This design comes from an exercise in tuning for small area and a short achievable clock period on the open sky130 flow, not from production work. Function was checked by simulation only, so behaviour that the tests miss may differ from the original. Power figures rest on the tool's default switching activity, not on a simulated workload.

==> design.v <==
package mips_pkg;
   typedef logic [3:0] alu_func_t;
   localparam logic [5:0] FUNCT_ADD = 6'h20;
   localparam logic [5:0] FUNCT_SUB = 6'h22;
   localparam logic [5:0] FUNCT_AND = 6'h24;
   localparam logic [5:0] FUNCT_OR  = 6'h25;
   localparam logic [5:0] FUNCT_NOR = 6'h27;
   localparam logic [5:0] FUNCT_SLT = 6'h2A;
   localparam alu_func_t ALU_ADD = 4'b0010;
   localparam alu_func_t ALU_SUB = 4'b0110;
   localparam alu_func_t ALU_AND = 4'b0000;
   localparam alu_func_t ALU_OR  = 4'b0001;
   localparam alu_func_t ALU_NOR = 4'b1100;
   localparam alu_func_t ALU_SLT = 4'b0111;
   localparam alu_func_t ALU_INV = 4'b1111;
endpackage
module rf_inv (input logic a, output logic y);
   assign y = !a;
endmodule
module rf_nand2 (input logic a, b, output logic y);
   assign y = !(a && b);
endmodule
module rf_nand3 (input logic a, b, c, output logic y);
   assign y = !(a && b && c);
endmodule
module rf_nand4 (input logic a, b, c, d, output logic y);
   assign y = !(a && b && c && d);
endmodule
module rf_nor2 (input logic a, b, output logic y);
   assign y = !(a || b);
endmodule
module rf_nor3 (input logic a, b, c, output logic y);
   assign y = !(a || b || c);
endmodule
module rf_and4 (input logic a, b, c, d, output logic y);
   assign y = a && b && c && d;
endmodule
module rf_o21a (input logic a1, a2, b1, output logic y);
   assign y = (a1 || a2) && b1;
endmodule
module rf_a22o (input logic a1, a2, b1, b2, output logic y);
   assign y = (a1 && a2) || (b1 && b2);
endmodule
module rf_o21ai (input logic a1, a2, b1, output logic y);
   assign y = !((a1 || a2) && b1);
endmodule
module rf_aoi22 (input logic a1, a2, b1, b2, output logic y);
   assign y = !((a1 && a2) || (b1 && b2));
endmodule
module rf_aoi222 (input logic a1, a2, b1, b2, c1, c2, output logic y);
   assign y = !((a1 && a2) || (b1 && b2) || (c1 && c2));
endmodule
module rf_xnor2 (input logic a, b, output logic y);
   assign y = !(a ^ b);
endmodule
module rf_byp (
   input  logic       en,
   input  logic [4:0] a,
   input  logic [4:0] b,
   output logic       y
);
   logic [4:0] e;
   logic [1:0] n;
   for (genvar k = 0; k < 5; k++) begin : g_e
      rf_xnor2 u_e (.a(a[k]), .b(b[k]), .y(e[k]));
   end
   rf_nand3 u_n0 (.a(e[0]), .b(e[1]), .c(e[2]), .y(n[0]));
   rf_nand3 u_n1 (.a(e[3]), .b(e[4]), .c(en),   .y(n[1]));
   rf_nor2  u_y  (.a(n[0]), .b(n[1]), .y(y));
endmodule
module rf_pre2 (
   input  logic       en,
   input  logic [1:0] f,
   input  logic [1:0] f_n,
   output logic [3:0] y_n
);
   for (genvar v = 0; v < 4; v++) begin : g_v
      rf_nand3 u (.a(en), .b(v[1] ? f[1] : f_n[1]), .c(v[0] ? f[0] : f_n[0]), .y(y_n[v]));
   end
endmodule
module rf_pre2n (
   input  logic [1:0] f,
   input  logic [1:0] f_n,
   output logic [3:0] y_n
);
   for (genvar v = 0; v < 4; v++) begin : g_v
      rf_nand2 u (.a(v[1] ? f[1] : f_n[1]), .b(v[0] ? f[0] : f_n[0]), .y(y_n[v]));
   end
endmodule
module rf_pre3 (
   input  logic [2:0] f,
   input  logic [2:0] f_n,
   output logic [7:0] y_n
);
   for (genvar v = 0; v < 8; v++) begin : g_v
      rf_nand3 u (.a(v[2] ? f[2] : f_n[2]), .b(v[1] ? f[1] : f_n[1]),
                  .c(v[0] ? f[0] : f_n[0]), .y(y_n[v]));
   end
endmodule
module rf_sel (
   input  logic        rst,
   input  logic        we,
   input  logic [4:0]  wr_addr,
   input  logic [4:0]  rd_addr1,
   input  logic [4:0]  rd_addr2,
   input  logic        en2,    
   output logic [31:1] ld,
   output logic [31:1] ld_n,
   output logic [31:1] s1,
   output logic [31:1] s2
);
   logic [4:0] wa_n, ra1_n, ra2_n;
   logic       rst_n;
   logic [3:0] wh_n, h1_n, h2_n;
   logic [7:0] wl_n, l1_n, l2_n;
   for (genvar b = 0; b < 5; b++) begin : g_inv
      rf_inv u_w (.a(wr_addr[b]),  .y(wa_n[b]));
      rf_inv u_1 (.a(rd_addr1[b]), .y(ra1_n[b]));
      rf_inv u_2 (.a(rd_addr2[b]), .y(ra2_n[b]));
   end
   rf_inv u_rst (.a(rst), .y(rst_n));
   rf_pre2 u_wh (.en(we),  .f(wr_addr[4:3]),  .f_n(wa_n[4:3]),  .y_n(wh_n));
   rf_pre3 u_wl (          .f(wr_addr[2:0]),  .f_n(wa_n[2:0]),  .y_n(wl_n));
   rf_pre2n u_h1 (        .f(rd_addr1[4:3]), .f_n(ra1_n[4:3]), .y_n(h1_n));
   rf_pre3 u_l1 (          .f(rd_addr1[2:0]), .f_n(ra1_n[2:0]), .y_n(l1_n));
   rf_pre2 u_h2 (.en(en2), .f(rd_addr2[4:3]), .f_n(ra2_n[4:3]), .y_n(h2_n));
   rf_pre3 u_l2 (          .f(rd_addr2[2:0]), .f_n(ra2_n[2:0]), .y_n(l2_n));
   for (genvar i = 1; i < 32; i++) begin : g_r
      logic wen;
      rf_o21ai u_ld (.a1(wh_n[i/8]), .a2(wl_n[i%8]), .b1(rst_n), .y(ld[i]));
      rf_o21a  u_ln (.a1(wh_n[i/8]), .a2(wl_n[i%8]), .b1(rst_n), .y(ld_n[i]));
      rf_nor2  u_we (.a(wh_n[i/8]), .b(wl_n[i%8]), .y(wen));
      rf_nor3  u_s1 (.a(h1_n[i/8]), .b(l1_n[i%8]), .c(wen), .y(s1[i]));
      rf_nor3  u_s2 (.a(h2_n[i/8]), .b(l2_n[i%8]), .c(wen), .y(s2[i]));
   end
endmodule
module rf_andor8 (
   input  logic [7:0] s,
   input  logic [7:0] d,
   output logic       y
);
   assign y = |(s & d);
endmodule
module rf_rd31 (
   input  logic [31:1] s,
   input  logic [31:1] d,
   input  logic        sx,
   input  logic        dx,
   output logic [1:0]  x
);
   logic [3:0] n;
   rf_andor8 u_n0 (.s(s[8:1]),          .d(d[8:1]),          .y(n[0]));
   rf_andor8 u_n1 (.s(s[16:9]),         .d(d[16:9]),         .y(n[1]));
   rf_andor8 u_n2 (.s(s[24:17]),        .d(d[24:17]),        .y(n[2]));
   rf_andor8 u_n3 (.s({sx, s[31:25]}),  .d({dx, d[31:25]}),  .y(n[3]));
   rf_nor2 u_x0 (.a(n[0]), .b(n[1]), .y(x[0]));
   rf_nor2 u_x1 (.a(n[2]), .b(n[3]), .y(x[1]));
endmodule
module rf_rdbit1 (
   input  logic [31:1] s,
   input  logic [31:1] d,
   input  logic        b,    
   input  logic        wd,   
   input  logic        l,    
   input  logic        h,    
   input  logic        q,    
   output logic        y
);
   logic [1:0] x;
   logic       t;
   rf_rd31  u_rd (.s(s), .d(d), .sx(b), .dx(wd), .x(x));
   rf_nand2 u_t  (.a(x[0]), .b(x[1]), .y(t));
   rf_a22o  u_y  (.a1(t), .a2(l), .b1(q), .b2(h), .y(y));
endmodule
module rf_rdbit2 (
   input  logic [31:1] s,
   input  logic [31:1] d,
   input  logic        b,    
   input  logic        wd,   
   input  logic        x,    
   input  logic        imm,  
   input  logic        l,    
   input  logic        h,    
   input  logic        q,    
   output logic        y
);
   logic [1:0] xo;
   logic       gi, t;
   rf_rd31   u_rd (.s(s), .d(d), .sx(b), .dx(wd), .x(xo));
   rf_nand2  u_gi (.a(x), .b(imm), .y(gi));
   rf_nand3  u_t  (.a(xo[0]), .b(xo[1]), .c(gi), .y(t));
   rf_a22o   u_y  (.a1(t), .a2(l), .b1(q), .b2(h), .y(y));
endmodule
module banco_registros_p #(
   parameter int DATA_W = 32,
   parameter int NREG   = 32,
   parameter int REG_AW = 5
) (
   input  logic              clk,
   input  logic              rst,
   input  logic              we,
   input  logic [REG_AW-1:0] wr_addr,
   input  logic [DATA_W-1:0] wr_data,
   input  logic [REG_AW-1:0] rd_addr1,
   input  logic [REG_AW-1:0] rd_addr2,
   input  logic              load,      
   input  logic              imm_sel,   
   input  logic [DATA_W-1:0] imm,
   input  logic [DATA_W-1:0] q1,        
   input  logic [DATA_W-1:0] q2,
   output logic [DATA_W-1:0] nxt1,      
   output logic [DATA_W-1:0] nxt2
);
   logic [NREG-1:1][DATA_W-1:0] regs;
   logic [NREG-1:1]             ld, ld_n, s1, s2;
   logic [NREG-1:1][DATA_W-1:0] nx;
   logic                        en2, b1, b2, x2, h, wr_nz;
   logic [DATA_W-1:0]           wdat;
   assign en2 = !imm_sel;
   assign x2  = imm_sel;
   assign h   = !load;
   rf_sel u_sel (
      .rst(rst), .we(we), .wr_addr(wr_addr), .rd_addr1(rd_addr1),
      .rd_addr2(rd_addr2), .en2(en2), .ld(ld), .ld_n(ld_n), .s1(s1), .s2(s2)
   );
   assign wr_nz = we && (wr_addr != '0);
   rf_byp u_b1 (.en(wr_nz),        .a(wr_addr), .b(rd_addr1), .y(b1));
   rf_byp u_b2 (.en(wr_nz && en2), .a(wr_addr), .b(rd_addr2), .y(b2));
   assign wdat = wr_data & {DATA_W{!rst}};
   for (genvar i = 1; i < NREG; i++) begin : g_nx
      for (genvar b = 0; b < DATA_W; b++) begin : g_b
         rf_a22o u_mx (.a1(regs[i][b]), .a2(ld_n[i]), .b1(wdat[b]), .b2(ld[i]), .y(nx[i][b]));
      end
   end
   always_ff @(posedge clk) begin
      regs <= nx;
   end
   for (genvar b = 0; b < DATA_W; b++) begin : g_rd
      logic [NREG-1:1] d;
      for (genvar i = 1; i < NREG; i++) begin : g_d
         assign d[i] = regs[i][b];
      end
      rf_rdbit1 u_rd1 (
         .s(s1), .d(d), .b(b1), .wd(wr_data[b]), .l(load), .h(h), .q(q1[b]), .y(nxt1[b])
      );
      rf_rdbit2 u_rd2 (
         .s(s2), .d(d), .b(b2), .wd(wr_data[b]), .x(x2), .imm(imm[b]),
         .l(load), .h(h), .q(q2[b]), .y(nxt2[b])
      );
   end
endmodule
import mips_pkg::*;
module etapa_decodificacion #(
   parameter int DATA_W = 32,
   parameter int NREG   = 32,
   parameter int REG_AW = 5
) (
   input  logic              clk,
   input  logic              rst,
   input  logic [31:0]       instruccion,
   input  logic              in_valid,
   output logic              in_ready,
   input  logic              sel,
   input  logic              sel2,
   input  logic              flush,
   input  logic              we,
   input  logic [REG_AW-1:0] wr_addr,
   input  logic [DATA_W-1:0] wr_data,
   output logic [DATA_W-1:0] salida1,
   output logic [DATA_W-1:0] salida2,
   output logic [3:0]        salida3,
   output logic [REG_AW-1:0] dest,
   output logic              out_valid,
   input  logic              out_ready
);
   logic [REG_AW-1:0] rs, rt, rd;
   logic [15:0]       imm;
   logic [5:0]        funct;
   logic [DATA_W-1:0] imm_ext, nxt1, nxt2;
   logic [REG_AW-1:0] dst_sel;
   logic [3:0]        alu_f;
   logic              xfer_in;
   logic              load;
   logic              out_ready_n;
   assign rs    = REG_AW'(instruccion[25:21]);
   assign rt    = REG_AW'(instruccion[20:16]);
   assign rd    = REG_AW'(instruccion[15:11]);
   assign imm   = instruccion[15:0];
   assign funct = instruccion[5:0];
   assign imm_ext = {{(DATA_W-16){imm[15]}}, imm};
   assign dst_sel = sel ? rd : rt;
   always_comb begin
      alu_f = ALU_INV;
      case (funct)
         FUNCT_ADD: alu_f = ALU_ADD;
         FUNCT_SUB: alu_f = ALU_SUB;
         FUNCT_AND: alu_f = ALU_AND;
         FUNCT_OR:  alu_f = ALU_OR;
         FUNCT_NOR: alu_f = ALU_NOR;
         FUNCT_SLT: alu_f = ALU_SLT;
         default:   alu_f = ALU_INV;
      endcase
   end
   rf_inv   u_ordy_n (.a(out_ready), .y(out_ready_n));
   rf_nand2 u_in_rdy (.a(out_valid), .b(out_ready_n), .y(in_ready));
   assign load    = !out_valid || out_ready;
   assign xfer_in = in_valid && load;
   always_ff @(posedge clk) begin
      if (rst) begin
         out_valid <= 1'b0;
      end else if (flush) begin
         out_valid <= 1'b0;
      end else if (xfer_in) begin
         out_valid <= 1'b1;
      end else if (out_ready) begin
         out_valid <= 1'b0;
      end
   end
   banco_registros_p #(
      .DATA_W(DATA_W),
      .NREG  (NREG),
      .REG_AW(REG_AW)
   ) u_banco (
      .clk     (clk),
      .rst     (rst),
      .we      (we),
      .wr_addr (wr_addr),
      .wr_data (wr_data),
      .rd_addr1(rs),
      .rd_addr2(rt),
      .load    (load),
      .imm_sel (sel2),
      .imm     (imm_ext),
      .q1      (salida1),
      .q2      (salida2),
      .nxt1    (nxt1),
      .nxt2    (nxt2)
   );
   always_ff @(posedge clk) begin
      salida1 <= nxt1;
      salida2 <= nxt2;
   end
   always_ff @(posedge clk) begin
      if (load) begin
         salida3 <= alu_f;
         dest    <= dst_sel;
      end
   end
endmodule
==> flow/run.sh <==
#!/bin/bash
# The standard layout (the standard.sh, standard synthesis unchanged), with
# two placement/resizing settings changed:
#  - input and output ports are buffered with buf_2 instead of the buffer
#    buffer_ports picks by itself (a delay cell on this platform);
#  - the resizer may change a cell to one of another footprint, so those port
#    buffers can be resized like any other buffer.
# make's full output goes to flow_make.log in this folder; ORFS keeps each
# tool's own log under orfs/logs/.
set -euo pipefail
bash standard.sh \
  MATCH_CELL_FOOTPRINT=0 \
  "BUFFER_PORTS_ARGS=-buffer_cell sky130_fd_sc_hd__buf_2" \
  finish > flow_make.log 2>&1
==> standard.sh <==
#!/bin/bash
# synth_recipe.tcl (not shown) runs the flow's synth.tcl, then flattens the netlist and writes it again
# the make line also repeats each setting of config.mk as NAME=value (left out here)
make -C /OpenROAD-flow-scripts/flow DESIGN_CONFIG=/design/flow/config.mk WORK_HOME=/design/flow/orfs CLKGATE_MAP_FILE= SYNTH_SCRIPT=/design/flow/synth_recipe.tcl "${@:-finish}"
==> config.mk <==
export PLATFORM = sky130hd
export DESIGN_NAME = etapa_decodificacion
export DESIGN_NICKNAME = etapa_decodificacion
export VERILOG_FILES = /design/flow/design.v
export SDC_FILE = /design/flow/constraint.sdc
export NUM_CORES = 4
export LEC_CHECK = 0
export ABC_CLOCK_PERIOD_IN_PS = 1000
export CAP_MARGIN = 20
export CORE_MARGIN = 2
export CORE_UTILIZATION = 55
export CTS_BUF_LIST = sky130_fd_sc_hd__clkbuf_16
export CTS_CLUSTER_DIAMETER = 60
export CTS_CLUSTER_SIZE = 25
export SETUP_SLACK_MARGIN = 2.6
export SLEW_MARGIN = 20
export SYNTH_HIERARCHICAL = 1
==> constraint.sdc <==
create_clock -name core_clock -period 5.0 [get_ports {clk}]
set_input_delay 1.0000 -clock core_clock [delete_from_list [all_inputs] [get_ports {clk}]]
set_output_delay 1.0000 -clock core_clock [all_outputs]
set_load 0.01 [all_outputs]
==> results of run 1 <==
==> flip-flops by register name (all words and copies together), names as in the netlist <==
register and cells:
u_banco.regs 992, dest 5, salida3 4, salida1 32
out_valid 1, salida2 32
==> how the worst max path moves through the flow <==
stage	end	slack [ps]	cells after the start
after floorplan	salida1[0]$_DFF_P_	2260	3
after global placement	salida2[9]$_DFF_P_	960	11
after detailed placement	salida2[9]$_DFF_P_	890	11
after CTS	salida2[16]$_DFF_P_	2510	13
after global routing	salida2[31]$_DFF_P_	2200	13
final	salida2[31]$_DFF_P_	2180	13
==> power groups by stage <==
stage	sequential (uW)	clock [uW]	combinational, uW
6_report	9910	7200	2680
3_3_place_gp	9990	0	2130
4_1_cts	9840	7130	2390
3_5_place_dp	10000	0	2170
2_1_floorplan	9910	0	1250
5_1_grt	9980	7450	2690
==> worst register-to-register path, stage by stage (launching register included) <==
cell and delay, ps:
dfxtp_1 350, nand2b_4 330, clkinvlp_4 800, buf_4 520
a22o_1 220
==> cells in the mapped netlist, drive strengths merged (2+ instances only) <==
cell       n
a21oi      2
a22o    1056
a22oi   1024
buf        3
dfxtp   1057
edfxtp     9
inv       21
mux2       5
nand2     69
nand2b     4
nand3     69
nand4    256
nor2     161
nor2b     32
nor3      62
o21a      31
o21ai     32
xnor2     10
==> per-module statistics from Yosys, one instance, submodules excluded, a selection <==
module,times used,flip-flops and latches,cell area (um^2)
etapa_decodificacion,1,74,1730
rf_a22o,1056,0,8.76
rf_andor8,256,0,36.3
rf_nand3,68,0,5.00
rf_o21a,31,0,7.51
rf_o21ai,31,0,5.00
==> layout make-up <==
cell class                 instances  area (um^2)
sequential                      1066        21400
multi-input combinational       2836        24700
tap                             1040         1300
antenna                           11         27.5
clock buffer                      84         2100
inverter                          21          124
clock inverter                    62          758
timing repair buffer             521         5360
fill                            5534        21400
==> timing repair <==
action | CTS | global route
cloned | 42 | 19
setup endpoints to repair | 469 | 786
resized for setup | 561 | 211
setup buffers | 143 | 43
pin swaps | 277 | 232
==> metal layers <==
metal | routed length [um] | GRT usage [%] | up-vias
met4 | 21400 | 33.7 | 16
met2 | 87100 | 70.5 | 4844
met3 | 39100 | 25.0 | 1511
met1 | 77100 | 64.4 | 22600
met5 | 226 | 0.488 | -
li1 | - | - | 18100
==> cells by family (layout without fill, tap and decap cells) <==
| family | count (synthesis) | in the layout |
|---|---|---|
| AO/OA/AOI/OAI | 2147 | 2155 |
| XOR/XNOR | 10 | 10 |
| buffers and inverters | 24 | 688 |
| flip-flops | 1066 | 1066 |
| multiplexers | 6 | 6 |
| other | 0 | 11 |
| AND/OR/NAND/NOR | 658 | 665 |
==> through the flow <==
stage / worst slack (ps) / hold WS, ps / instance area, um^2 / total power, uW
detailed placement: 893 / 453 / 46900 / 12200
global route: 2200 / 480 / 55800 / 20100
CTS: 2510 / 476 / 54100 / 19300
floorplan: 2260 / 478 / 43500 / 11200
finish: 2180 / 478 / 55800 / 19800
global placement: 963 / 452 / 46900 / 12100
==> impl_metrics.json, run 1 <==
{
  "synth-warning-count": 8,
  "synth-async-reset-ratio_pct": 0,
  "worst_pin_slew_ps": 1160,
  "max_freq_mhz": 354,
  "ctsHoldBuffers": 0,
  "synth-seq-cells": 1066,
  "syn_area_per_cell_um2": 10.9,
  "cts_htree_levels": 3,
  "p_leak_uw": 0.0208,
  "switching_share_pct": 30.2,
  "max-vdd-ir-drop_mv": 0.331,
  "drive_above_1_share_pct": 26.9,
  "final_cell_mix": "1057 x dfxtp_1, 1056 x a22o_1, 848 x a22oi_1",
  "die_area_mm2": 0.0800,
  "drc": 0,
  "reg2reg_slack_ps": 2680,
  "relSlewSlack_pct": 22.9,
  "crit_type": "primary input to register",
  "syn_nets": 3988,
  "utilization_pct": 72.2,
  "clkPwrFrac_pct": 36.4,
  "crit_path_end_kind": "register",
  "final_cell_count_no_fill": 5641,
  "p_comb_share_pct": 13.6,
  "r2r-end": "salida2[24]$_DFF_P_",
  "power_density_mw_per_mm2": 355,
  "slew_viol_final": 0,
  "die_h_um": 283,
  "slowest_delay_ps": 340,
  "grt_pass1_vias": 41700,
  "drt_iter0_markers": 9650,
  "gp_congestion": 0.935,
  "vias_per_cell": 8.35,
  "min-delay-start": "salida1[22]$_DFF_P_",
  "cts_root_buffer": "clkbuf_16",
  "cts_buffers": 79,
  "yosys-top-cells-area": "dfxtp_1 50%, a22o_1 22%, a22oi_1 18%",
  "cp.arrival_ps": 3390,
  "port-buffer-count": 145,
  "grt_max_degree": 44,
  "hold_end": "salida1[22]$_DFF_P_",
  "synth_top_cell_area_share_pct": 49.5,
  "hold_depth": 1,
  "path_cells": "buf_12, clkinvlp_4, buf_6, nand3_4, nor2_4, nor3_4, buf_8, buf_4, a22oi_2, nand4_1, nor2_2, nand3_1, a22o_1",
  "dp_hpwl_um": 110000,
  "die_x_um": 283,
  "grt_usage_pct": 51.7,
  "yosysTopAreaCell": "dfxtp_1",
  "layout_commonest_cell": "dfxtp_1",
  "io_pins": 152,
  "cts_tree": "done",
  "crit_slowest_cell": "nand4_1",
  "clock_sinks": 1066,
  "p_seq_share_pct": 50.1,
  "finalCritPeriodShare_pct": 56.4,
  "p_sw_uw": 5970,
  "cp_top_family": "simple AND/OR/NAND/NOR gates",
  "synthSimpleGateAreaFrac_pct": 8.68,
  "synth_top_family_by_area": "compound AO/OA/AOI/OAI gates",
  "synthXorXnorAreaFrac_pct": 0.205,
  "grt_first_pass_wirelength_um": 299000,
  "syn2layout_area_growth_pct": 30.5,
  "reg2reg_depth": 4,
  "cap_violations": 0,
  "syn_area_mm2": 0.0427,
  "fin_nets": 4602,
  "dp_cells": 5237,
  "finalHoldViolCount": 0,
  "clk_pin_slew_ps": 90,
  "drt-wirelength-per-cell_um": 39.9,
  "crit_buf_inv": 5,
  "r2r_start": "out_valid$_SDFFE_PP0P_",
  "synth-main-ff-cell": "dfxtp_1",
  "start_util_pct": 55.4,
  "rsz0062_at_grt": "true",
  "syn_inst": 3911,
  "finClkSkew_ps": 39.6,
  "overflow": 0,
  "drt_wl_total_um": 225000,
  "start_kind": "primary input",
  "cp.required_ps": 5570,
  "clk_latency_ps": 700,
  "clk_path_buf_depth": 3,
  "min_period_ps": 2820,
  "first_pass_iters": 17,
  "fp-row-count": 102,
  "synthMuxAreaShare_pct": 0.155,
  "antenna_found_initial": 18,
  "ys_seq_area_share_pct": 50.1,
  "worstSetupStartpoint": "wr_addr[0]",
  "ant_nets": 0,
  "cp_max_fo": 7,
  "design.core.area_mm2": 0.0772,
  "min_path_type": "register to register",
  "synth-adder-area-share_pct": 0,
  "internal-power_uw": 13800,
  "via_count": 47100,
  "status": "timing/DRC/antenna clean",
  "setup_viol": 0,
  "netlist-cell-type-count": 27,
  "finalSetupTns_ps": 0,
  "synth_edf_count": 9,
  "synth-compound-area-share_pct": 40.6
}
==> run 2: changes to the inputs <==
--- a/design.v
+++ b/design.v
@@ -340,10 +340,18 @@
       salida1 <= nxt1;
       salida2 <= nxt2;
    end
+   logic [3:0]        salida3_nx;
+   logic [REG_AW-1:0] dest_nx;
+   logic              hold;
+   assign hold = !load;
+   for (genvar b = 0; b < 4; b++) begin : g_s3
+      rf_a22o u_mx (.a1(alu_f[b]), .a2(load), .b1(salida3[b]), .b2(hold), .y(salida3_nx[b]));
+   end
+   for (genvar b = 0; b < REG_AW; b++) begin : g_dst
+      rf_a22o u_mx (.a1(dst_sel[b]), .a2(load), .b1(dest[b]), .b2(hold), .y(dest_nx[b]));
+   end
    always_ff @(posedge clk) begin
-      if (load) begin
-         salida3 <= alu_f;
-         dest    <= dst_sel;
-      end
+      salida3 <= salida3_nx;
+      dest    <= dest_nx;
    end
 endmodule
--- a/config.mk
+++ b/config.mk
@@ -9,9 +9,7 @@
 export CAP_MARGIN = 20
 export CORE_MARGIN = 2
 export CORE_UTILIZATION = 55
-export CTS_BUF_LIST = sky130_fd_sc_hd__clkbuf_16
-export CTS_CLUSTER_DIAMETER = 60
-export CTS_CLUSTER_SIZE = 25
+export CTS_BUF_LIST = sky130_fd_sc_hd__clkbuf_8 sky130_fd_sc_hd__clkbuf_4
 export SETUP_SLACK_MARGIN = 2.6
 export SLEW_MARGIN = 20
 export SYNTH_HIERARCHICAL = 1
==> impl_metrics.json, run 2 <==
{
  "cts_tree": "done",
  "whs_ps": 345,
  "synth_top_cell_area_share_pct": 49.9,
  "min_path_type": "primary input to register",
  "grt_pass1_vias": 41500,
  "cts_htree_levels": 4,
  "nFillCells": 5927,
  "cts_buffers": 173,
  "synth_edf_count": 0,
  "reg2reg_depth": 5,
  "die_x_um": 283,
  "layout_commonest_cell": "a22o_1",
  "cp_max_fo": 12,
  "gp_congestion": 0.917,
  "finalSetupTns_ps": 0,
  "die_h_um": 283,
  "port-buffer-count": 145,
  "vias_per_cell": 7.88,
  "synth-main-ff-cell": "dfxtp_1",
  "fin_nets": 4592,
  "final_cell_count_no_fill": 5717,
  "power_density_mw_per_mm2": 386,
  "slowest_delay_ps": 360,
  "dp_hpwl_um": 112000,
  "grt_usage_pct": 48.1,
  "synthTopCellsByCount": "1066 x dfxtp_1, 1065 x a22o_1, 1024 x a22oi_1",
  "clk_pin_slew_ps": 60,
  "largest_register_ffs": 992,
  "drive_above_1_share_pct": 24.1,
  "ant_nets": 0,
  "ys_seq_area_share_pct": 49.9,
  "synth-adder-area-share_pct": 0,
  "yosysTopAreaCell": "dfxtp_1",
  "syn2layout_area_growth_pct": 25.9,
  "via_count": 45100,
  "clk_latency_ps": 890,
  "crit_buf_inv": 3,
  "final_cell_mix": "1065 x a22o_1, 1046 x dfxtp_1, 992 x a22oi_1",
  "syn_area_mm2": 0.0427,
  "first_pass_iters": 7,
  "netlist-cell-type-count": 24,
  "min_period_ps": 2650,
  "syn_nets": 3998,
  "syn_inst": 3921,
  "hold_depth": 2,
  "dp_cells": 5248,
  "die_area_mm2": 0.0799,
  "clock_sinks": 1066,
  "p_leak_uw": 0.0205,
  "antenna_found_initial": 18,
  "grt_first_pass_wirelength_um": 282000,
  "drt_wl_total_um": 202000,
  "top_register": "u_banco.regs",
  "synth_most_common_cell": "dfxtp_1",
  "finClkSkew_ps": 50.8,
  "total_power_uw": 20700,
  "max-vdd-ir-drop_mv": 0.298,
  "synthSimpleGateAreaFrac_pct": 8.68,
  "cp.required_ps": 5750,
  "cts_root_buffer": "clkbuf_8",
  "crit_type": "primary input to register",
  "io_pins": 152,
  "syn_area_per_cell_um2": 10.9,
  "slew_viol_final": 0,
  "drc": 0,
  "finalCritPeriodShare_pct": 53.0,
  "yosys-top-cells-area": "dfxtp_1 50%, a22o_1 22%, a22oi_1 18%",
  "relSlewSlack_pct": 12.5,
  "cp.arrival_ps": 3400,
  "synth-warning-count": 8,
  "worst_pin_slew_ps": 1310,
  "cp_top_family": "simple AND/OR/NAND/NOR gates",
  "placed_area_mm2": 0.0470,
  "synth-seq-cells": 1066,
  "start_util_pct": 55.3,
  "crit_slowest_cell": "nand4_1",
  "fp-row-count": 102,
  "grt_max_degree": 75,
  "synthXorXnorAreaFrac_pct": 0.205,
  "crit_path_end_kind": "register",
  "design.core.area_mm2": 0.0772,
  "clk_path_buf_depth": 3,
  "cap_violations": 0,
  "synth_top_family_by_area": "compound AO/OA/AOI/OAI gates",
  "synthMuxAreaShare_pct": 0.155,
  "setup_viol": 0,
  "finalHoldViolCount": 0,
  "drt-met1-wl_um": 73500,
  "design_area_mm2": 0.0538,
  "path_cells": "buf_12, clkinvlp_4, nand3_4, nor2_4, nor3_4, buf_4, a22oi_1, nand4_1, nor2_2, nand2_1, a22o_1",
  "wl_met2_um": 82400,
  "max_freq_mhz": 378,
  "overflow": 0,
  "largest_registers": "u_banco.regs: 992 flops, salida1: 32 flops, salida2: 32 flops",
  "cp.depth": 11,
  "route.met3.wl_um": 31500,
  "start_kind": "primary input",
  "top_layer_used": "met5",
  "drt-wirelength-per-cell_um": 35.3,
  "drt_iter0_markers": 8050,
  "rsz0062_at_grt": "true",
  "status": "timing/DRC/antenna clean",
  "synth-async-reset-ratio_pct": 0,
  "synth-compound-area-share_pct": 40.8
}
## run 2: metrics by stage
| stage | util (%) | worst slack [ps] |
|---|---|---|
| 2_1_floorplan | - | 2270 |
| 3_3_place_gp | 60.8 | 881 |
| 3_5_place_dp | 60.9 | 925 |
| 4_1_cts | 67.9 | 2560 |
| 5_1_grt | 69.6 | 2430 |
| 6_report | 69.7 | 2350 |
## run 2: Yosys stat by module, one instance, submodules excluded, a selection
| module | copies in the design | area [um^2] | flops+latches |
|---|---|---|---|
| etapa_decodificacion | 1 | 1630 | 74 |
| rf_nand2 | 69 | 3.75 | 0 |
| rf_inv | 17 | 3.75 | 0 |
| rf_nor3 | 62 | 10.0 | 0 |
| rf_xnor2 | 10 | 8.76 | 0 |
| rf_nand3 | 68 | 5.00 | 0 |
| rf_a22o | 1065 | 8.76 | 0 |
| rf_o21ai | 31 | 5.00 | 0 |
| rf_andor8 | 256 | 36.3 | 0 |
| rf_o21a | 31 | 7.51 | 0 |
## run 2: where the power goes
group          switching (uW)  leakage (uW)  internal [uW]
clock                    3690       0.00209           4700
sequential                615       0.00887           9270
combinational            1500       0.00952            959
## run 2: cells by family after synthesis
group | after synthesis
buffers and inverters | 24
DFF | 1066
AOI/OAI and AO/OA | 2156
and+or+nand+nor | 659
muxes | 6
xor gates and xnor gates | 10
## run 2: final cells by class
type | instances | area, um^2 | area share (%)
inverter | 21 | 116 | 0.216
sequential | 1066 | 21400 | 39.8
tap | 1040 | 1300 | 2.42
clock inverter | 35 | 339 | 0.630
clock buffer | 284 | 3570 | 6.64
multi-input combinational | 2837 | 23400 | 43.6
antenna | 18 | 45.0 | 0.0837
timing repair buffer | 416 | 3600 | 6.70
## run 2: what timing repair did
action                     in CTS  in global routing
setup endpoints to repair     137                343
cloned                          6                  6
buffers inserted               80                 39
hold buffers                    0                  0
resized for setup             234                191
pin swaps                      72                 89
## run 2: layer usage
metal	GRT usage, %	vias to the layer above
met1	60.9	21900
met3	21.2	1012
met4	30.4	18
li1	-	18200
met2	66.5	4002
met5	0.611	-
## run 2: final timing paths
path,startpoint,slack [ps],end
setup / recovery,wr_addr[2],2350,salida1[0]$_DFF_P_
hold / removal,in_valid,340,out_valid$_SDFFE_PP0P_
setup reg to reg,out_valid$_SDFFE_PP0P_,2690,dest[2]$_DFF_P_
hold reg to reg,salida1[16]$_DFF_P_,470,salida1[16]$_DFF_P_
==> run 3: changes to the inputs <==
--- a/design.v
+++ b/design.v
@@ -78,6 +78,18 @@
       rf_nand3 u (.a(en), .b(v[1] ? f[1] : f_n[1]), .c(v[0] ? f[0] : f_n[0]), .y(y_n[v]));
    end
 endmodule
+module rf_pre2e2 (
+   input  logic       en_a,
+   input  logic       en_b,
+   input  logic [1:0] f,
+   input  logic [1:0] f_n,
+   output logic [3:0] y_n
+);
+   for (genvar v = 0; v < 4; v++) begin : g_v
+      rf_nand4 u (.a(en_a), .b(en_b), .c(v[1] ? f[1] : f_n[1]), .d(v[0] ? f[0] : f_n[0]),
+                  .y(y_n[v]));
+   end
+endmodule
 module rf_pre2n (
    input  logic [1:0] f,
    input  logic [1:0] f_n,
@@ -103,6 +115,7 @@
    input  logic [4:0]  wr_addr,
    input  logic [4:0]  rd_addr1,
    input  logic [4:0]  rd_addr2,
+   input  logic        en1,    
    input  logic        en2,    
    output logic [31:1] ld,
    output logic [31:1] ld_n,
@@ -121,9 +134,9 @@
    rf_inv u_rst (.a(rst), .y(rst_n));
    rf_pre2 u_wh (.en(we),  .f(wr_addr[4:3]),  .f_n(wa_n[4:3]),  .y_n(wh_n));
    rf_pre3 u_wl (          .f(wr_addr[2:0]),  .f_n(wa_n[2:0]),  .y_n(wl_n));
-   rf_pre2n u_h1 (        .f(rd_addr1[4:3]), .f_n(ra1_n[4:3]), .y_n(h1_n));
+   rf_pre2  u_h1 (.en(en1), .f(rd_addr1[4:3]), .f_n(ra1_n[4:3]), .y_n(h1_n));
    rf_pre3 u_l1 (          .f(rd_addr1[2:0]), .f_n(ra1_n[2:0]), .y_n(l1_n));
-   rf_pre2 u_h2 (.en(en2), .f(rd_addr2[4:3]), .f_n(ra2_n[4:3]), .y_n(h2_n));
+   rf_pre2e2 u_h2 (.en_a(en1), .en_b(en2), .f(rd_addr2[4:3]), .f_n(ra2_n[4:3]), .y_n(h2_n));
    rf_pre3 u_l2 (          .f(rd_addr2[2:0]), .f_n(ra2_n[2:0]), .y_n(l2_n));
    for (genvar i = 1; i < 32; i++) begin : g_r
       logic wen;
@@ -161,16 +174,15 @@
    input  logic [31:1] d,
    input  logic        b,    
    input  logic        wd,   
-   input  logic        l,    
    input  logic        h,    
    input  logic        q,    
    output logic        y
 );
    logic [1:0] x;
-   logic       t;
+   logic       gh;
    rf_rd31  u_rd (.s(s), .d(d), .sx(b), .dx(wd), .x(x));
-   rf_nand2 u_t  (.a(x[0]), .b(x[1]), .y(t));
-   rf_a22o  u_y  (.a1(t), .a2(l), .b1(q), .b2(h), .y(y));
+   rf_nand2 u_gh (.a(h), .b(q), .y(gh));
+   rf_nand3 u_y  (.a(x[0]), .b(x[1]), .c(gh), .y(y));
 endmodule
 module rf_rdbit2 (
    input  logic [31:1] s,
@@ -179,17 +191,16 @@
    input  logic        wd,   
    input  logic        x,    
    input  logic        imm,  
-   input  logic        l,    
    input  logic        h,    
    input  logic        q,    
    output logic        y
 );
    logic [1:0] xo;
-   logic       gi, t;
+   logic       gi, gh;
    rf_rd31   u_rd (.s(s), .d(d), .sx(b), .dx(wd), .x(xo));
    rf_nand2  u_gi (.a(x), .b(imm), .y(gi));
-   rf_nand3  u_t  (.a(xo[0]), .b(xo[1]), .c(gi), .y(t));
-   rf_a22o   u_y  (.a1(t), .a2(l), .b1(q), .b2(h), .y(y));
+   rf_nand2  u_gh (.a(h), .b(q), .y(gh));
+   rf_nand4  u_y  (.a(xo[0]), .b(xo[1]), .c(gi), .d(gh), .y(y));
 endmodule
 module banco_registros_p #(
    parameter int DATA_W = 32,
@@ -217,15 +228,15 @@
    logic                        en2, b1, b2, x2, h, wr_nz;
    logic [DATA_W-1:0]           wdat;
    assign en2 = !imm_sel;
-   assign x2  = imm_sel;
+   assign x2  = load && imm_sel;
    assign h   = !load;
    rf_sel u_sel (
       .rst(rst), .we(we), .wr_addr(wr_addr), .rd_addr1(rd_addr1),
-      .rd_addr2(rd_addr2), .en2(en2), .ld(ld), .ld_n(ld_n), .s1(s1), .s2(s2)
+      .rd_addr2(rd_addr2), .en1(load), .en2(en2), .ld(ld), .ld_n(ld_n), .s1(s1), .s2(s2)
    );
    assign wr_nz = we && (wr_addr != '0);
-   rf_byp u_b1 (.en(wr_nz),        .a(wr_addr), .b(rd_addr1), .y(b1));
-   rf_byp u_b2 (.en(wr_nz && en2), .a(wr_addr), .b(rd_addr2), .y(b2));
+   rf_byp u_b1 (.en(wr_nz && load),        .a(wr_addr), .b(rd_addr1), .y(b1));
+   rf_byp u_b2 (.en(wr_nz && load && en2), .a(wr_addr), .b(rd_addr2), .y(b2));
    assign wdat = wr_data & {DATA_W{!rst}};
    for (genvar i = 1; i < NREG; i++) begin : g_nx
       for (genvar b = 0; b < DATA_W; b++) begin : g_b
@@ -241,11 +252,11 @@
          assign d[i] = regs[i][b];
       end
       rf_rdbit1 u_rd1 (
-         .s(s1), .d(d), .b(b1), .wd(wr_data[b]), .l(load), .h(h), .q(q1[b]), .y(nxt1[b])
+         .s(s1), .d(d), .b(b1), .wd(wr_data[b]), .h(h), .q(q1[b]), .y(nxt1[b])
       );
       rf_rdbit2 u_rd2 (
          .s(s2), .d(d), .b(b2), .wd(wr_data[b]), .x(x2), .imm(imm[b]),
-         .l(load), .h(h), .q(q2[b]), .y(nxt2[b])
+         .h(h), .q(q2[b]), .y(nxt2[b])
       );
    end
 endmodule
==> impl_metrics.json, run 3 <==
{
  "status": "timing/DRC/antenna clean",
  "cts_buffers": 171,
  "largest_registers": "u_banco.regs: 992 flops, salida1: 32 flops, salida2: 32 flops",
  "gp_congestion": 0.947,
  "yosysTopAreaCell": "dfxtp_1",
  "synth-async-reset-ratio_pct": 0,
  "dp_hpwl_um": 110000,
  "synth-seq-cells": 1066,
  "seqCellArea_mm2": 0.0214,
  "drt_iter0_markers": 7727,
  "total_power_uw": 20300,
  "fin_ws_ps": 2440,
  "whs_ps": 382,
  "nFillCells": 5909,
  "synth_edf_count": 0,
  "cts_root_buffer": "clkbuf_8",
  "ant_nets": 0,
  "rsz0062_at_grt": "true",
  "fp-row-count": 101,
  "ys_seq_area_share_pct": 50.2,
  "syn_inst": 3922,
  "yosys-top-cells-area": "dfxtp_1 50%, a22o_1 21%, a22oi_1 18%",
  "start_kind": "primary input",
  "clk_latency_ps": 860,
  "final_cell_mix": "1037 x dfxtp_1, 1015 x a22oi_1, 1001 x a22o_1",
  "cap_violations": 0,
  "relSlewSlack_pct": 30.4,
  "worst_pin_slew_ps": 1040,
  "grt_pass1_vias": 40400,
  "grt_usage_pct": 46.9,
  "synth_top_cell_area_share_pct": 50.2,
  "synth_most_common_cell": "dfxtp_1",
  "drc": 0,
  "design.core.area_mm2": 0.0762,
  "p_leak_uw": 0.0200,
  "syn2layout_area_growth_pct": 23.7,
  "finClkSkew_ps": 46.0,
  "grt_first_pass_wirelength_um": 273000,
  "slew_viol_final": 0,
  "drt-wirelength-per-cell_um": 34.4,
  "largest_register_ffs": 992,
  "synthTopCellsByCount": "1066 x dfxtp_1, 1024 x a22oi_1, 1001 x a22o_1",
  "via_count": 44500,
  "first_pass_iters": 19,
  "grt_max_degree": 65,
  "reg2reg_slack_ps": 2540,
  "cp.required_ps": 5770,
  "fin_nets": 4586,
  "finalHoldViolCount": 0,
  "cts_tree": "done",
  "synth-main-ff-cell": "dfxtp_1",
  "start_util_pct": 55.8,
  "die_h_um": 282,
  "setup_viol": 0,
  "layout_commonest_cell": "dfxtp_1",
  "clk_pin_slew_ps": 60,
  "finalSetupTns_ps": 0,
  "max-vdd-ir-drop_mv": 0.321,
  "cp.arrival_ps": 3330,
  "finalCritPeriodShare_pct": 51.2,
  "syn_area_per_cell_um2": 10.8,
  "crit_type": "primary input to register",
  "crit_path_end_kind": "register",
  "clk_path_buf_depth": 3,
  "overflow": 0,
  "antenna_found_initial": 14,
  "drt_wl_total_um": 196000,
  "min_path_type": "primary input to register",
  "ctsHoldBuffers": 0,
  "cts_htree_levels": 4,
  "multi_input_area_mm2": 0.0227,
  "clock_sinks": 1066,
  "drive_above_1_share_pct": 21.9,
  "die_area_mm2": 0.0795,
  "syn_nets": 3999,
  "die_x_um": 282,
  "max_freq_mhz": 391,
  "io_pins": 152,
  "netlist-cell-type-count": 24,
  "min_period_ps": 2560,
  "synth-warning-count": 8,
  "vias_per_cell": 7.84,
  "top_register": "u_banco.regs",
  "power_density_mw_per_mm2": 386,
  "cp_max_fo": 32,
  "syn_area_mm2": 0.0425,
  "place_ws_ps": 964,
  "port-buffer-count": 145
}
run 3: per-module statistics from Yosys (local to each module, per instance), a selection:
module	cell area, um^2	flip-flops and latches
etapa_decodificacion	1630	74
rf_a22o	8.76	0
rf_andor8	36.3	0
rf_inv	3.75	0
rf_nand2	3.75	0
rf_nand3	5.00	0
rf_nand4	6.26	0
rf_nor2	3.75	0
rf_nor3	10.0	0
rf_o21a	7.51	0
rf_o21ai	5.00	0
rf_xnor2	8.76	0
run 3: logic make-up (layout without fill, tap and decap cells):
family,count (synthesis),in the layout,share of synthesized area (%)
compound gates,2092,2092,39.7
xor+xnor,10,10,0.206
buf+inv,24,740,0.221
flops,1066,1066,50.2
mux,6,6,0.156
other cells,0,11,0
simple gates,724,727,9.52
run 3: repair_timing:
| item | CTS | global route |
|---|---|---|
| gates resized for setup | 215 | 103 |
| pin swaps | 55 | 33 |
| setup buffers | 59 | 24 |
| gates cloned | 3 | 1 |
| endpoints found under the setup margin | 111 | 96 |
run 3: power by group:
part           switching [uW]  internal, uW  total, uW
logic                    1400           894       2290
clock network            3660          4450       8110
registers                 642          9280       9920
run 3: metal layers:
layer	GRT usage, %	wire length (um)
met5	0.183	86
met4	28.4	13900
met3	18.3	30900
met2	64.3	78200
met1	61.7	72600
run 3: stage by stage:
step,cell area (um^2),util (%),instances
after detailed placement,47000,61.6,5279
after CTS,52000,68.2,5646
final,52600,69.0,5682
after floorplan,42900,-,3922
after global routing,52600,69.0,5672
after global placement,46900,61.6,5278
run 3: worst paths after layout:
path                            depth (start not counted)                    from             endpoint
worst min-delay path                                    3          instruccion[7]   salida2[7]$_DFF_P_
worst min register to register                          2     salida1[24]$_DFF_P_  salida1[24]$_DFF_P_
worst max register to register                          9  out_valid$_SDFFE_PP0P_   salida2[0]$_DFF_P_
worst max-delay path                                    9         instruccion[23]  salida1[11]$_DFF_P_
run 3: final cells by class:
| class | count | share of cell area [%] |
|---|---|---|
| repair buffers | 414 | 6.44 |
| multi-input cells | 2835 | 43.1 |
| clock buffers | 273 | 6.41 |
| diodes | 11 | 0.0523 |
| clock inverters | 32 | 0.618 |
| inverters | 21 | 0.183 |
| well taps | 1030 | 2.45 |
| flip-flops and latches | 1066 | 40.7 |
run 3: worst max-delay path: stages:
cell,delay (ps)
buf_2,150
inv_1,140
nand3_1,460
nor3_4,320
buf_4,550
a22oi_1,200
nand4_1,310
nor2_4,90
nand3_1,80
==> run 4: changes to the inputs <==
==> flow/run.sh (replaced) <==
#!/bin/bash
# The standard layout (the standard.sh, standard synthesis unchanged), with
# these placement, resizing and clock-tree settings changed:
#  - input and output ports are buffered with buf_2 instead of the buffer
#    buffer_ports picks by itself (a delay cell on this platform);
#  - the resizer may change a cell to one of another footprint;
#  - clock-tree synthesis clusters up to 14 sinks per leaf buffer and inserts
#    no dummy loads (clock buffers from the same list as config.mk's).
# make's full output goes to flow_make.log in this folder; ORFS keeps each
# tool's own log under orfs/logs/.
set -euo pipefail
bash standard.sh \
  MATCH_CELL_FOOTPRINT=0 \
  "BUFFER_PORTS_ARGS=-buffer_cell sky130_fd_sc_hd__buf_2" \
  "CTS_ARGS=-sink_clustering_enable -repair_clock_nets -dont_use_dummy_load -sink_clustering_size 14 -sink_clustering_max_diameter 50 -buf_list {sky130_fd_sc_hd__clkbuf_8 sky130_fd_sc_hd__clkbuf_4}" \
  finish > flow_make.log 2>&1
==> impl_metrics.json, run 4 <==
{
  "cp.required_ps": 5640,
  "yosys-top-cells-area": "dfxtp_1 50%, a22o_1 21%, a22oi_1 18%",
  "synth_edf_count": 0,
  "grt_first_pass_wirelength_um": 271000,
  "synth-async-reset-ratio_pct": 0,
  "seqCellArea_mm2": 0.0214,
  "worst_pin_slew_ps": 1000,
  "antenna_found_initial": 14,
  "rsz0062_at_grt": "true",
  "path_cells": "clkbuf_4, inv_6, nand3_4, buf_4, nor2_4, nor3_4, buf_6, a22oi_1, nand4_1, nor2_1, nand3_1",
  "vias_per_cell": 8.00,
  "start_kind": "primary input",
  "drive_above_1_share_pct": 19.1,
  "cap_violations": 0,
  "drt_wl_total_um": 196000,
  "top_register": "u_banco.regs",
  "netlist-cell-type-count": 24,
  "crit_slowest_cell": "nor2_1",
  "finalSetupTns_ps": 0,
  "max_freq_mhz": 403,
  "slowest_delay_ps": 310,
  "ant_nets": 0,
  "r2r-end": "salida2[21]$_DFF_P_",
  "cts_root_buffer": "clkbuf_8",
  "route.met3.wl_um": 30600,
  "finClkSkew_ps": 97.9,
  "grt_pass1_vias": 39600,
  "synth_most_common_cell": "dfxtp_1",
  "fin_nets": 4540,
  "status": "timing/DRC/antenna clean",
  "crit_buf_inv": 4,
  "dp_hpwl_um": 110000,
  "overflow": 0,
  "die_area_mm2": 0.0795,
  "wl_met2_um": 78300,
  "utilization_pct": 66.7,
  "synth_top_cell_area_share_pct": 50.2,
  "cp_max_fo": 32,
  "finalHoldViolCount": 0,
  "clock_sinks": 1066,
  "drc": 0,
  "design.core.area_mm2": 0.0762,
  "cts_tree": "done",
  "drt_iter0_markers": 8310,
  "via_count": 44000,
  "syn_inst": 3922,
  "clk_path_buf_depth": 3,
  "min_path_type": "primary input to register",
  "min_period_ps": 2480,
  "crit_type": "primary input to register",
  "syn_area_mm2": 0.0425,
  "dp_cells": 5279,
  "hold_end": "out_valid$_SDFFE_PP0P_",
  "largest_register_ffs": 992,
  "start_util_pct": 55.8,
  "cp.arrival_ps": 3110,
  "die_h_um": 282,
  "yosysTopAreaCell": "dfxtp_1",
  "place_ws_ps": 964,
  "cts_buffers": 107,
  "fin_ws_ps": 2520,
  "synth-main-ff-cell": "dfxtp_1",
  "synth-warning-count": 8,
  "layout_commonest_cell": "dfxtp_1",
  "syn_area_per_cell_um2": 10.8,
  "final_cell_count_no_fill": 5495,
  "cp_top_family": "simple AND/OR/NAND/NOR gates",
  "r2r_start": "out_valid$_SDFFE_PP0P_",
  "power_density_mw_per_mm2": 334,
  "final_cell_mix": "1048 x dfxtp_1, 1006 x a22oi_1, 1001 x a22o_1",
  "first_pass_iters": 8,
  "port-buffer-count": 145,
  "die_x_um": 282,
  "reg2reg_slack_ps": 2560,
  "setup_viol": 0,
  "max-vdd-ir-drop_mv": 0.248,
  "multi_input_area_mm2": 0.0228,
  "grt_usage_pct": 46.3,
  "p_leak_uw": 0.0190,
  "clk_pin_slew_ps": 90,
  "drt-wirelength-per-cell_um": 35.6,
  "syn2layout_area_growth_pct": 19.6,
  "hold_depth": 2,
  "top_layer_used": "met5",
  "finalCritPeriodShare_pct": 49.6,
  "gp_congestion": 0.947,
  "nFillCells": 6048,
  "reg2reg_depth": 11,
  "crit_path_end_kind": "register",
  "cts_htree_levels": 3,
  "slew_viol_final": 0,
  "relSlewSlack_pct": 33.1,
  "drt-met1-wl_um": 73000,
  "io_pins": 152,
  "grt_max_degree": 65,
  "synthTopCellsByCount": "1066 x dfxtp_1, 1024 x a22oi_1, 1001 x a22o_1",
  "ys_seq_area_share_pct": 50.2,
  "clk_latency_ps": 790,
  "syn_nets": 3999,
  "min-delay-start": "in_valid",
  "fp-row-count": 101,
  "synth-seq-cells": 1066,
  "largest_registers": "u_banco.regs: 992 flops, salida1: 32 flops, salida2: 32 flops"
}
[run 4: changes by cell type in the layout (fill, tap and decap cells not counted), moves of 11 or more]
cell | previous run | this run
clkbuf_4 | 63 | 4
buf_12 | 26 | 44
dfxtp_1 | 1037 | 1048
dfxtp_4 | 22 | 1
clkbuf_8 | 211 | 107
buf_4 | 198 | 186
clkinv_2 | 15 | 0
[run 4: power breakdown]
group	leakage (uW)	switching, uW	internal [uW]
Sequential	0.00887	639	9260
Clock	0.000769	2910	1890
Combinational	0.00936	1400	894
[run 4: layout make-up]
cell class / instances / share of cell area, %
Tap cell: 1030 / 2.54
Sequential cell: 1066 / 42.0
Inverter: 21 / 0.190
Antenna cell: 4 / 0.0197
Timing Repair Buffer: 432 / 7.45
Multi-Input combinational cell: 2835 / 44.9
Clock buffer: 107 / 2.90
[run 4: logic make-up after synthesis]
kind of cell,count (synthesis),share of synthesized area (%)
flip-flops,1066,50.2
AO/OA/AOI/OAI,2092,39.7
buffers and inverters,24,0.221
XOR/XNOR,10,0.206
multiplexers,6,0.156
AND/OR/NAND/NOR,724,9.52
[run 4: per-stage QoR]
stage          hold WS (ps)  total power, uW  cell area [um^2]
2_1_floorplan           478            11100             42900
3_3_place_gp            449            12000             46900
3_5_place_dp            450            12100             47000
4_1_cts                 428            16700             49900
5_1_grt                 443            17400             50800
6_report                446            17000             50800
[run 4: per-layer routing]
layer	track usage [%]	vias to the layer above
met5	0	-
met4	28.2	12
met3	16.9	890
met2	63.8	4028
met1	61.5	21200
li1	-	17800
[run 4: worst max-delay path by stage]
stage | from | to | slack (ps) | depth (start not counted)
final | wr_addr[1] | salida1[5]$_DFF_P_ | 2520 | 11
after detailed placement | out_ready | salida2[17]$_DFF_P_ | 960 | 9
after global placement | out_ready | salida2[21]$_DFF_P_ | 1000 | 9
after global routing | out_ready | salida2[30]$_DFF_P_ | 2530 | 12
after floorplan | out_ready | salida2[0]$_DFF_P_ | 1780 | 7
after CTS | wr_addr[2] | salida2[21]$_DFF_P_ | 2580 | 12
[run 4: timing repair]
| action | in CTS | in global routing |
|---|---|---|
| resized for setup | 230 | 131 |
| cloned | 3 | 5 |
| hold endpoints to repair | 0 | 0 |
| setup buffers | 69 | 28 |
| endpoints found under the setup margin | 205 | 151 |
| hold buffers | 0 | 0 |
| pin swaps | 62 | 53 |
[run 4: Yosys stat by module (local to each module, per instance), excerpt]
module	flops+latches	copies in the design	cells	area (um^2)
rf_xnor2	0	10	1	8.76
rf_nand3	0	68	1	5.00
rf_inv	0	17	1	3.75
rf_nor2	0	161	1	3.75
rf_o21a	0	31	1	7.51
rf_a22o	0	1001	1	8.76
rf_nand2	0	97	1	3.75
rf_o21ai	0	31	1	5.00
rf_nor3	0	62	1	10.0
rf_nand4	0	36	1	6.26
rf_andor8	0	256	5	36.3
etapa_decodificacion	74	1	93	1630
==> run 5: changes to the inputs <==
--- a/config.mk
+++ b/config.mk
@@ -10,6 +10,6 @@
 export CORE_MARGIN = 2
 export CORE_UTILIZATION = 55
 export CTS_BUF_LIST = sky130_fd_sc_hd__clkbuf_8 sky130_fd_sc_hd__clkbuf_4
-export SETUP_SLACK_MARGIN = 2.6
+export SETUP_SLACK_MARGIN = 2.8
 export SLEW_MARGIN = 20
 export SYNTH_HIERARCHICAL = 1
==> impl_metrics.json, run 5 <==
{
  "syn_nets": 3999,
  "cts_buffers": 116,
  "overflow": 0,
  "fp-row-count": 101,
  "layout_commonest_cell": "a22o_1",
  "grt_pass1_vias": 41700,
  "cp.arrival_ps": 3180,
  "clk_path_buf_depth": 3,
  "gp_congestion": 0.906,
  "synthSimpleGateAreaFrac_pct": 9.52,
  "drt-wirelength-per-cell_um": 38.3,
  "synth-adder-area-share_pct": 0,
  "synthTopCellsByCount": "1066 x dfxtp_1, 1024 x a22oi_1, 1001 x a22o_1",
  "setup_viol": 0,
  "cap_violations": 0,
  "p_leak_uw": 0.0200,
  "die_x_um": 282,
  "drt_iter0_markers": 8616,
  "drc": 0,
  "max-vdd-ir-drop_mv": 0.245,
  "crit_path_end_kind": "register",
  "clock_sinks": 1066,
  "switching_share_pct": 29.5,
  "syn_area_mm2": 0.0425,
  "slew_viol_final": 0,
  "internal-power_uw": 12400,
  "p_sw_uw": 5200,
  "cts_tree": "done",
  "largest_registers": "u_banco.regs: 992 flops, salida1: 32 flops, salida2: 32 flops",
  "total_power_uw": 17600,
  "start_util_pct": 55.8,
  "synthMuxAreaShare_pct": 0.156,
  "start_kind": "primary input",
  "finClkSkew_ps": 94.2,
  "cp.required_ps": 5660,
  "relSlewSlack_pct": 26.8,
  "drive_above_1_share_pct": 25.6,
  "rsz0062_at_grt": "true",
  "synth-seq-cells": 1066,
  "max_freq_mhz": 396,
  "clkPwrFrac_pct": 28.5,
  "synth-async-reset-ratio_pct": 0,
  "crit_slowest_cell": "nand4_1",
  "min_path_type": "primary input to register",
  "top_register": "u_banco.regs",
  "dp_hpwl_um": 109000,
  "grt_max_degree": 65,
  "synth_edf_count": 0,
  "vias_per_cell": 8.21,
  "yosysTopAreaCell": "dfxtp_1",
  "p_comb_share_pct": 14.8,
  "ant_nets": 0,
  "clk_pin_slew_ps": 90,
  "fin_nets": 4623,
  "ctsHoldBuffers": 0,
  "design_area_mm2": 0.0541,
  "port-buffer-count": 145,
  "utilization_pct": 71.0,
  "worst_pin_slew_ps": 1100,
  "antenna_found_initial": 8,
  "die_h_um": 282,
  "dp_cells": 5278,
  "grt_first_pass_wirelength_um": 285000,
  "syn_inst": 3922,
  "design.core.area_mm2": 0.0762,
  "finalSetupTns_ps": 0,
  "synth_top_cell_area_share_pct": 50.2,
  "ys_seq_area_share_pct": 50.2,
  "slowest_delay_ps": 350,
  "synth-main-ff-cell": "dfxtp_1",
  "syn_area_per_cell_um2": 10.8,
  "finalCritPeriodShare_pct": 50.5,
  "io_pins": 152,
  "grt_usage_pct": 48.9,
  "cp_top_family": "simple AND/OR/NAND/NOR gates",
  "synthXorXnorAreaFrac_pct": 0.206,
  "cp_max_fo": 6,
  "crit_buf_inv": 5,
  "cpMostUsedCell": "buf_4",
  "cts_htree_levels": 3,
  "die_area_mm2": 0.0795,
  "placed_area_mm2": 0.0469,
  "cts_root_buffer": "clkbuf_8",
  "synth-warning-count": 8,
  "largest_register_ffs": 992,
  "via_count": 45800,
  "min_period_ps": 2530,
  "power_density_mw_per_mm2": 326,
  "synth_top_family_by_area": "compound AO/OA/AOI/OAI gates",
  "synth-compound-area-share_pct": 39.7,
  "syn2layout_area_growth_pct": 27.2,
  "clk_latency_ps": 800,
  "yosys-top-cells-area": "dfxtp_1 50%, a22o_1 21%, a22oi_1 18%",
  "synth_most_common_cell": "dfxtp_1",
  "p_seq_share_pct": 56.6,
  "drt_wl_total_um": 214000,
  "crit_type": "primary input to register",
  "status": "timing/DRC/antenna clean",
  "path_cells": "buf_6, clkinvlp_4, nand3_4, nor3_4, buf_12, buf_4, buf_4, a22oi_1, nand4_1, nor2_2, nand3_1",
  "final_cell_count_no_fill": 5577,
  "netlist-cell-type-count": 24,
  "first_pass_iters": 10,
  "final_cell_mix": "1001 x a22o_1, 992 x dfxtp_1, 879 x a22oi_1",
  "finalHoldViolCount": 0
}
[run 5: cell types whose count changed in the layout (fill, tap and decap cells not counted), moves of 25 or more]
| cell | delta |
|---|---|
| a22oi_1 | -127 |
| a22oi_2 | +127 |
| buf_12 | +43 |
| buf_2 | -81 |
| buf_6 | +73 |
| dfxtp_1 | -56 |
| dfxtp_2 | +34 |
| nor2_4 | +25 |
[run 5: timing repair]
action | CTS | global route
resized for setup | 555 | 360
setup endpoints to repair | 1073 | 273
endpoints found under the hold margin | 0 | 0
setup buffers | 81 | 68
pin swaps | 101 | 224
cloned | 10 | 21
[run 5: power groups by stage]
stage | clock (uW) | combinational, uW | sequential, uW
floorplan | 0 | 1180 | 9900
global placement | 0 | 2050 | 10000
detailed placement | 0 | 2090 | 10000
CTS | 4970 | 2310 | 9880
global route | 5290 | 2640 | 10000
finish | 5030 | 2610 | 9980
[run 5: path summary, 6_finish.rpt]
kind                          start                  to  slack [ps]  cells after the start
max                 instruccion[23]  salida1[3]$_DFF_P_        2470                     11
max reg2reg  out_valid$_SDFFE_PP0P_  salida1[3]$_DFF_P_        2530                     11
min reg2reg      salida1[6]$_DFF_P_  salida1[6]$_DFF_P_         480                      2
min                  instruccion[6]  salida2[6]$_DFF_P_         450                      3
[run 5: per-layer routing]
layer | routed length (um) | part of all wire [%] | track usage (%) | vias up
li1 | - | - | - | 18000
met1 | 76700 | 36 | 63.1 | 22100
met2 | 84300 | 39 | 67.0 | 4572
met3 | 35300 | 17 | 19.6 | 1135
met4 | 17100 | 8.0 | 32.7 | 8
met5 | 45 | 0.021 | 0.183 | -
[run 5: stage by stage]
step	hold WS, ps	setup slack, ps
floorplan	478	1780
global placement	445	920
detailed placement	450	1020
CTS	426	2660
global route	450	2520
finish	450	2470
[run 5: cell type report]
type / count / area (um^2)
Antenna cell: 3 / 7.51
Clock buffer: 116 / 1600
Fill cell: 5530 / 22100
Inverter: 21 / 141
Multi-Input combinational cell: 2836 / 23800
Sequential cell: 1066 / 21500
Tap cell: 1030 / 1290
Timing Repair Buffer: 504 / 5710
Timing Repair inverter: 1 / 7.51
[run 5: logic make-up after synthesis]
family / count (synthesis)
AOI/OAI and AO/OA: 2092
and+or+nand+nor: 724
buffers and inverters: 24
xor gates and xnor gates: 10
DFF: 1066
muxes: 6
[run 5: worst reg2reg max path, cell delays in order, from the launching register on]
cell      delay [ps]
dfxtp_4          390
nand2b_4         110
nand3_4          140
buf_12           170
nor3_4            60
buf_12           160
buf_4            160
buf_4            160
a22oi_1          320
nand4_1          350
nor2_2           260
nand3_1          110
[run 5: modules after synthesis, one instance, submodules excluded, a selection]
| module | cell area (um^2) | copies in the design |
|---|---|---|
| rf_a22o | 8.76 | 1001 |
| etapa_decodificacion | 1630 | 1 |
| rf_o21a | 7.51 | 31 |
| rf_inv | 3.75 | 17 |
| rf_nor2 | 3.75 | 161 |
| rf_nor3 | 10.0 | 62 |
| rf_nand4 | 6.26 | 36 |
| rf_xnor2 | 8.76 | 10 |
| rf_nand2 | 3.75 | 97 |
| rf_andor8 | 36.3 | 256 |
==> run 6: changes to the inputs <==
--- a/config.mk
+++ b/config.mk
@@ -10,6 +10,6 @@
 export CORE_MARGIN = 2
 export CORE_UTILIZATION = 55
 export CTS_BUF_LIST = sky130_fd_sc_hd__clkbuf_8 sky130_fd_sc_hd__clkbuf_4
-export SETUP_SLACK_MARGIN = 2.8
+export SETUP_SLACK_MARGIN = 2.5
 export SLEW_MARGIN = 20
 export SYNTH_HIERARCHICAL = 1
==> impl_metrics.json, run 6 <==
{
  "top_register": "u_banco.regs",
  "finalSetupTns_ps": 0,
  "vias_per_cell": 7.90,
  "rsz0062_at_grt": "false",
  "syn_inst": 3922,
  "relSlewSlack_pct": 18.9,
  "worst_pin_slew_ps": 1220,
  "wl_met2_um": 80000,
  "place_ws_ps": 808,
  "status": "timing/DRC/antenna clean",
  "cts_buffers": 109,
  "antenna_found_initial": 8,
  "dp_hpwl_um": 111000,
  "cts_root_buffer": "clkbuf_8",
  "start_kind": "primary input",
  "crit_path_end_kind": "register",
  "clock_sinks": 1066,
  "yosysTopAreaCell": "dfxtp_1",
  "ctsHoldBuffers": 0,
  "clk_path_buf_depth": 3,
  "largest_registers": "u_banco.regs: 992 flops, salida1: 32 flops, salida2: 32 flops",
  "drt_wl_total_um": 198000,
  "first_pass_iters": 9,
  "finalHoldViolCount": 0,
  "fin_nets": 4569,
  "netlist-cell-type-count": 24,
  "setup_viol": 0,
  "start_util_pct": 55.8,
  "min_period_ps": 2720,
  "overflow": 0,
  "die_area_mm2": 0.0795,
  "path_cells": "buf_2, inv_1, nand3_2, nor3_4, buf_12, a22oi_1, nand4_1, nor2_2, nand4_1",
  "syn_nets": 3999,
  "synthSimpleGateAreaFrac_pct": 9.52,
  "cpMostUsedCell": "nand4_1",
  "reg2reg_slack_ps": 2430,
  "synth-main-ff-cell": "dfxtp_1",
  "cts_htree_levels": 3,
  "fp-row-count": 101,
  "top_layer_used": "met5",
  "cp.arrival_ps": 3390,
  "crit_type": "primary input to register",
  "ant_nets": 0,
  "grt_usage_pct": 47.1,
  "synth_most_common_cell": "dfxtp_1",
  "drt-met1-wl_um": 71900,
  "gp_congestion": 0.910,
  "slew_viol_final": 0,
  "grt_pass1_vias": 40100,
  "synthMuxAreaShare_pct": 0.156,
  "grt_first_pass_wirelength_um": 274000,
  "yosys-top-cells-area": "dfxtp_1 50%, a22o_1 21%, a22oi_1 18%",
  "max_freq_mhz": 367,
  "power_density_mw_per_mm2": 335,
  "die_x_um": 282,
  "max-vdd-ir-drop_mv": 0.270,
  "synth_edf_count": 0,
  "synthTopCellsByCount": "1066 x dfxtp_1, 1024 x a22oi_1, 1001 x a22o_1",
  "design_area_mm2": 0.0508,
  "io_pins": 152,
  "syn_area_mm2": 0.0425,
  "dp_cells": 5284,
  "syn_area_per_cell_um2": 10.8,
  "synth-adder-area-share_pct": 0,
  "drt_iter0_markers": 7848,
  "synth-warning-count": 8,
  "synth_top_cell_area_share_pct": 50.2,
  "layout_commonest_cell": "dfxtp_1",
  "port-buffer-count": 145,
  "cap_violations": 0,
  "min_path_type": "primary input to register",
  "cp.required_ps": 5660,
  "synth-async-reset-ratio_pct": 0,
  "synthXorXnorAreaFrac_pct": 0.206,
  "final_cell_count_no_fill": 5529,
  "route.met3.wl_um": 29400,
  "cts_tree": "done",
  "finalCritPeriodShare_pct": 54.5,
  "largest_register_ffs": 992,
  "crit_slowest_cell": "nand4_1",
  "grt_max_degree": 65,
  "synth_top_family_by_area": "compound AO/OA/AOI/OAI gates",
  "die_h_um": 282,
  "drc": 0,
  "final_cell_mix": "1065 x dfxtp_1, 1019 x a22oi_1, 1001 x a22o_1",
  "ys_seq_area_share_pct": 50.2,
  "slowest_delay_ps": 520,
  "clk_pin_slew_ps": 100,
  "clk_latency_ps": 780,
  "drt-wirelength-per-cell_um": 35.7,
  "drive_above_1_share_pct": 19.1,
  "finClkSkew_ps": 75.9,
  "placed_area_mm2": 0.0470,
  "synth-compound-area-share_pct": 39.7,
  "syn2layout_area_growth_pct": 19.5,
  "fin_ws_ps": 2280,
  "cp_max_fo": 7,
  "p_leak_uw": 0.0191,
  "via_count": 43700,
  "synth-seq-cells": 1066,
  "design.core.area_mm2": 0.0762
}
-- run 6: cell families (layout without fill, tap and decap cells) --
| logic type | count (synthesis) | after routing |
|---|---|---|
| multiplexers | 6 | 6 |
| flip-flops | 1066 | 1066 |
| AO/OA/AOI/OAI | 2092 | 2092 |
| AND/OR/NAND/NOR | 724 | 727 |
| XOR/XNOR | 10 | 10 |
| buffers and inverters | 24 | 589 |
| other | 0 | 9 |
-- run 6: worst max-delay path, delay by kind of cell --
family,cells,cell delay (ps)
AOI/OAI and AO/OA,1,180
buffers and inverters,3,740
and+or+nand+nor,5,1450
-- run 6: what timing repair did --
| item | 4_1_cts | 5_1_grt |
|---|---|---|
| setup endpoints to repair | 156 | 64 |
| buffers inserted | 95 | 25 |
| gates cloned | 2 | 4 |
| resized for setup | 185 | 92 |
| pin swaps | 60 | 33 |
-- run 6: layer usage --
metal,GRT usage (%),vias up
met5,2.38,-
met3,17.5,862
met4,36.0,10
met2,65.5,3823
met1,58.7,21100
li1,-,17900
-- run 6: area by class of cell --
class | count | area (um^2)
antenna | 9 | 22.5
clock buffer | 109 | 1500
inverter | 21 | 101
multi-input combinational | 2835 | 22800
fill | 6076 | 25400
sequential | 1066 | 21300
timing repair buffer | 459 | 3770
tap | 1030 | 1290
-- run 6: metrics by stage --
| stage | power [uW] | util, % | hold WS (ps) |
|---|---|---|---|
| floorplan | 11100 | - | 478 |
| global placement | 12000 | 61.6 | 447 |
| detailed placement | 12100 | 61.6 | 454 |
| CTS | 16800 | 65.7 | 405 |
| global route | 17400 | 66.6 | 440 |
| finish | 17000 | 66.7 | 433 |
-- run 6: path summary, 6_finish.rpt --
path / endpoint / cells after the start / from
setup reg to reg: salida1[2]$_DFF_P_ / 9 / out_valid$_SDFFE_PP0P_
hold reg to reg: salida1[20]$_DFF_P_ / 2 / salida1[20]$_DFF_P_
hold / removal: out_valid$_SDFFE_PP0P_ / 2 / in_valid
setup / recovery: salida2[1]$_DFF_P_ / 9 / instruccion[16]
-- run 6: power breakdown --
group	internal [uW]	total [uW]	leakage (uW)	switching (uW)
clock	1930	4820	0.000784	2900
sequential	9260	9860	0.00886	608
combinational	891	2320	0.00943	1430
-- run 6: per-module statistics from Yosys (local to each module, per instance), a selection --
| module | times used | flops+latches |
|---|---|---|
| etapa_decodificacion | 1 | 74 |
| rf_a22o | 1001 | 0 |
| rf_andor8 | 256 | 0 |
| rf_inv | 17 | 0 |
| rf_nand4 | 36 | 0 |
| rf_nor2 | 161 | 0 |
| rf_xnor2 | 10 | 0 |

## what the ideal ports hide
Ports are ideal in the flow. The routed layouts listed here were re-timed in OpenROAD.
Step 1: set_driving_cell puts a clkbuf_16 on clk and a buf_2 on each other input, an assumption about the parent block.
Step 2 moves the port delays by t, midway between the first and last clock arrival at a register: inputs arrive t later, outputs are due t later. That takes back most of the time a late clock gives input paths.
a / b / c = ideal / step 1 / step 2; a / b = the first two.
run	t, ns	setup slack, ns	worst setup path at the end	pins driven straight from the clock port
run 1	0.749	2.179 / 2.141 / 1.392	input to register	1
run 2	0.930	2.352 / 2.316 / 1.386	input to register	1
run 3	0.903	2.442 / 2.340 / 1.437	input to register	1
run 4	0.805	2.521 / 2.346 / 1.540	input to register	1
run 5	0.821	2.473 / 2.301 / 1.481	input to register	1
run 6	0.798	2.277 / 2.285 / 1.486	input to register	1
After both steps setup and hold are still met in every run listed. For run 3, which loses most, drivers alone change the setup slack by -0.102 ns; drivers and shift together by -1.005 ns.
